Background: an optimization exercise with open tools, aiming at small area. Do not read the settings as production practice.
Only simulation tests tie the RTL to the original design; equivalence was not proved.
Power figures rest on the tool's default switching activity, not on a simulated workload.

==> flow/design.v <==
module cpu_top (
    input  logic        clk,
    input  logic        rst_n,
    input  logic [15:0] i_imem_data,
    input  logic [15:0] i_dmem_rdata,
    output logic [10:0] o_imem_addr,
    output logic [10:0] o_dmem_addr,
    output logic        o_dmem_we,
    output logic [15:0] o_dmem_wdata,
    output logic        o_io_stall
);
    logic [2:0]  st_q;
    logic [3:0]  t_q;
    logic [10:0] pc_q;
    logic [15:0] a_q;
    logic [15:0] r_q;
    logic [15:0] x_q;
    logic [3:0]  pidx_q;
    logic        pend_q;
    logic [15:0] ring [16];
    logic        clr_q;
    wire [15:0] ir = i_imem_data;
    wire [2:0]  op = ir[15:13];
    wire [3:0]  rs = ir[12:9];
    wire [3:0]  rt = ir[8:5];
    wire [3:0]  rd = ir[4:1];
    wire        fb = ir[0];
    wire is_alu = (op == 3'd0) || (op == 3'd1 && !fb);    
    wire is_mul = (op == 3'd1) && fb;
    wire is_ls  = (op == 3'd2) || (op == 3'd3);
    wire is_lw  = (op == 3'd2);
    logic [2:0] last;
    always_comb begin
        case (op)
            3'd0:    last = 3'd5;
            3'd1:    last = fb ? 3'd6 : 3'd5;
            3'd2:    last = 3'd7;
            3'd3:    last = 3'd6;
            default: last = 3'd4;
        endcase
    end
    wire is_last = (st_q == last);
    always_ff @(posedge clk or negedge rst_n) begin
        if (!rst_n)            st_q <= 3'd0;
        else if (st_q == 3'd0) st_q <= 3'd2;
        else if (is_last)      st_q <= 3'd1;
        else                   st_q <= st_q + 3'd1;
    end
    always_ff @(posedge clk or negedge rst_n) begin
        if (!rst_n) t_q <= 4'd0;
        else        t_q <= t_q + 4'd1;
    end
    assign o_io_stall = (st_q != 3'd1);
    wire [3:0] ridx = (st_q == 3'd2) ? rs : rt;
    wire [3:0] slot = ridx + t_q;
    wire       fwd  = pend_q && (ridx == pidx_q);
    logic [15:0] rdata;
    always_comb begin
        rdata = fwd ? x_q : 16'd0;
        for (int s = 0; s < 16; s++)
            rdata = rdata | (ring[s] & {16{!clr_q && !fwd && (slot == 4'(s))}});
    end
    always_ff @(posedge clk) begin
        if (st_q == 3'd2) a_q <= rdata;
        r_q <= rdata;
    end
    logic mul_q, ls_q, sub_q, slt_q;
    always_ff @(posedge clk) begin
        mul_q <= is_mul;
        ls_q  <= is_ls;
        sub_q <= (op == 3'd0) ? fb : 1'b1;
        slt_q <= (op == 3'd1) && !fb;
    end
    logic [4:0] win;
    always_comb begin
        case (st_q)
            3'd3:    win = rdata[15:11];
            3'd4:    win = r_q[11:7];
            3'd5:    win = r_q[7:3];
            default: win = {r_q[3:0], 1'b0};
        endcase
    end
    logic one_lo, two_lo, neg_lo, one_hi, two_hi, neg_hi;
    always_ff @(posedge clk) begin
        one_lo <= is_mul ? (win[1] ^ win[0]) : 1'b1;
        two_lo <= is_mul && ((win[2] && !win[1] && !win[0]) || (!win[2] && win[1] && win[0]));
        neg_lo <= is_mul && win[2];
        one_hi <= is_mul && (win[3] ^ win[2]);
        two_hi <= is_mul && ((win[4] && !win[3] && !win[2]) || (!win[4] && win[3] && win[2]));
        neg_hi <= is_mul && win[4];
    end
    wire [15:0] a_sh  = {a_q[14:0], 1'b0};
    wire [15:0] pp_lo = ((a_q & {16{one_lo}}) | (a_sh & {16{two_lo}})) ^ {16{neg_lo}};
    wire [15:0] pp_hi = ((a_q & {16{one_hi}}) | (a_sh & {16{two_hi}})) ^ {16{neg_hi}};
    logic [15:0] acc;
    always_comb begin
        if (mul_q)
            acc = {((st_q == 3'd4) ? 12'd0 : x_q[11:0]), 1'b0, neg_hi, 1'b0, neg_lo};
        else if (ls_q)
            acc = {{11{ir[4]}}, ir[4:0]};
        else
            acc = r_q ^ {16{sub_q}};
    end
    wire        cin  = !mul_q && !ls_q && sub_q;
    wire [15:0] tree = acc + pp_lo + {pp_hi[13:0], 1'b0, cin};
    wire lt = (a_q[15] != r_q[15]) ? a_q[15] : tree[15];
    wire eq = (a_q == r_q);
    wire prod_alu = is_alu && (st_q == 3'd4);
    wire addr_ls  = is_ls  && (st_q == 3'd4);
    wire prod_lw  = is_lw  && (st_q == 3'd6);
    wire step_mul = is_mul && (st_q == 3'd4 || st_q == 3'd5 || st_q == 3'd6 || st_q == 3'd1);
    wire prod_mul = is_mul && (st_q == 3'd1);
    wire produce  = prod_alu || prod_lw || prod_mul;
    always_ff @(posedge clk) begin
        if (prod_alu && slt_q)                 x_q <= {15'd0, lt};
        else if (prod_lw)                      x_q <= i_dmem_rdata;
        else if (prod_alu || addr_ls || step_mul) x_q <= tree;
    end
    always_ff @(posedge clk) begin
        if (produce) pidx_q <= is_lw ? rt : rd;
    end
    wire [3:0]  widx   = prod_mul ? rd : pidx_q;
    wire [3:0]  wslot  = widx + t_q + 4'd1;
    wire        commit = (pend_q || prod_mul) && (wslot[1:0] == 2'd0);
    wire [15:0] wres   = prod_mul ? tree : x_q;
    always_ff @(posedge clk or negedge rst_n) begin
        if (!rst_n)       pend_q <= 1'b0;
        else if (produce) pend_q <= !(prod_mul && commit);
        else if (commit)  pend_q <= 1'b0;
    end
    always_ff @(posedge clk or negedge rst_n) begin
        if (!rst_n)             clr_q <= 1'b1;
        else if (st_q == 3'd4)  clr_q <= 1'b0;
    end
    wire [15:0] wval = wres & {16{!clr_q}};
    always_ff @(posedge clk) begin
        for (int s = 0; s < 16; s++) begin
            if (s % 4 == 0 && (clr_q || (commit && wslot[3:2] == 2'(s / 4))))
                ring[s] <= wval;
            else
                ring[s] <= ring[(s + 15) % 16];
        end
    end
    wire        taken = (op == 3'd4) && eq;
    wire [10:0] pinc  = pc_q + (taken ? {{6{ir[4]}}, ir[4:0]} : 11'd0) + 11'd1;
    always_ff @(posedge clk or negedge rst_n) begin
        if (!rst_n)       pc_q <= 11'd0;
        else if (is_last) pc_q <= (op == 3'd5) ? ir[11:1] : pinc;
    end
    assign o_imem_addr  = pc_q;
    assign o_dmem_addr  = x_q[10:0];
    assign o_dmem_we    = (st_q == 3'd5) && (op == 3'd3);
    assign o_dmem_wdata = r_q;
endmodule
Settings: LEC_CHECK=0, ABC_AREA=1, CAP_MARGIN=10, CORE_MARGIN=2, CORE_UTILIZATION=55, GPL_TIMING_DRIVEN=0, SLEW_MARGIN=10; clock period 5.5 ns.
standard.sh (not shown) runs the stock make flow with config.mk's settings and CLKGATE_MAP_FILE= SYNTH_SCRIPT=/design/flow/synth_recipe.tcl, a recipe that flattens the netlist after the stock synthesis.
==> flow/flow/run.sh <==
#!/bin/bash
# Layout flow: ORFS through the standard.sh, with
#  - synthesis mapping combinational logic with the ABC script in
#    flow/abc_area.script (ORFS's synthesis is otherwise unchanged: same
#    yosys passes, same flip-flop mapping and register names),
#  - the make variables listed in flow/extra.txt (one NAME=VALUE per line).
# Each tool's full output stays in orfs/logs; make's output is in standard.log.
set -euo pipefail
cp -r "$FLOW_HOME/scripts" scripts_own
cp flow/abc_area.script scripts_own/abc_area.script
args=("SCRIPTS_DIR=$PWD/scripts_own")
if [[ -f flow/extra.txt ]]; then
  while IFS= read -r line; do
    [[ -z "$line" || "$line" == \#* ]] && continue
    args+=("$line")
  done < flow/extra.txt
fi
printf '%s\n' "${args[@]}" > make_args.log
bash standard.sh finish "${args[@]}" > standard.log 2>&1
==> flow/flow/abc_area.script <==
strash
dc2
&get -n
&st
&dch
&nf -R 1000
&put
topo
==> flow/flow/extra.txt <==
BUFFER_PORTS_ARGS=-buffer_cell sky130_fd_sc_hd__buf_1
CTS_ARGS=-sink_clustering_enable -repair_clock_nets -dont_use_dummy_load -sink_clustering_size 27 -sink_clustering_max_diameter 200 -buf_list {sky130_fd_sc_hd__clkbuf_8 sky130_fd_sc_hd__clkbuf_16}
Then changed:
==> flow/flow/abc_area.script (replaced) <==
strash
&get -n
&st
&dch
&nf
&put
topo
==> flow/flow/extra.txt (replaced) <==
BUFFER_PORTS_ARGS=-buffer_cell sky130_fd_sc_hd__buf_1
CTS_ARGS=-sink_clustering_enable -repair_clock_nets -dont_use_dummy_load -sink_clustering_size 22 -sink_clustering_max_diameter 200 -buf_list {sky130_fd_sc_hd__clkbuf_8 sky130_fd_sc_hd__clkbuf_16}
CAP_MARGIN = 0   (was 10)
SLEW_MARGIN = 0   (was 10)
=> The changed run completed with no timing, DRC or antenna violations. Global-route usage is lower by 1.4 points. Power increases by 3.3%. Register-to-register slack is worse by 20 ps.
Then changed:
CAP_MARGIN = 10   (was 0)
SLEW_MARGIN = 10   (was 0)
Critical path depth rises by 1.
Power shrinks by 0.65%.
Final area hardly moves.
First-iteration DRC count decreases by 4.3%.
Routed wire length decreases by 2.3%.
Then changed:
==> flow/flow/abc_area.script (replaced) <==
strash
dc2
&get -n
&st
&dch
&nf -R 1000
&put
topo
CORE_UTILIZATION = 65   (was 55)
The changed run went through all stages and came out clean.
Total power went down by 1.2%.
Setup slack improves by 130 ps.
Non-clock buffer count went up by 1.
Sequential share of layout area went up by 1.5 points.
Utilization went up by 11 points.
Routed wire length went down by 2.3%.

==> port drivers added, routing unchanged <==
No port has a modelled driver above. Below, the same layouts with a new extraction and two added sets of constraints. Step 1: set_driving_cell puts a clkbuf_16 on clk and a buf_2 on each other input, an assumption about the parent block. Step 2 adds t to the input delays and takes it off the output delays; t is the mean of the earliest and latest rising clock arrival at the registers after step 1. Input paths then give back, and output paths get back, about the clock's delay inside the block. Three values: ideal, step 1, step 2; two values: the first two.
| run | shift t [ns] | setup WS [ns] | worst setup path after step 2 | clock arrival spread, ns | pins driven straight from the clock port |
|---|---|---|---|---|---|
| the first run | 0.534 | 0.312 / 0.312 / -0.090 | input to register | 0.054 / 0.055 | 1 |
| the second run | 0.546 | 0.297 / 0.297 / -0.203 | input to register | 0.051 / 0.050 | 1 |
| the third run | 0.557 | 0.203 / 0.203 / -0.148 | input to register | 0.034 / 0.034 | 1 |
| the fourth run | 0.544 | 0.337 / 0.360 / -0.185 | input to register | 0.048 / 0.047 | 1 |
With both steps, setup timing fails in every run listed, where it was met with ideal ports. The setup slack of the fourth run, which loses most, moves by +0.023 ns with the drivers and by -0.522 ns with both steps.
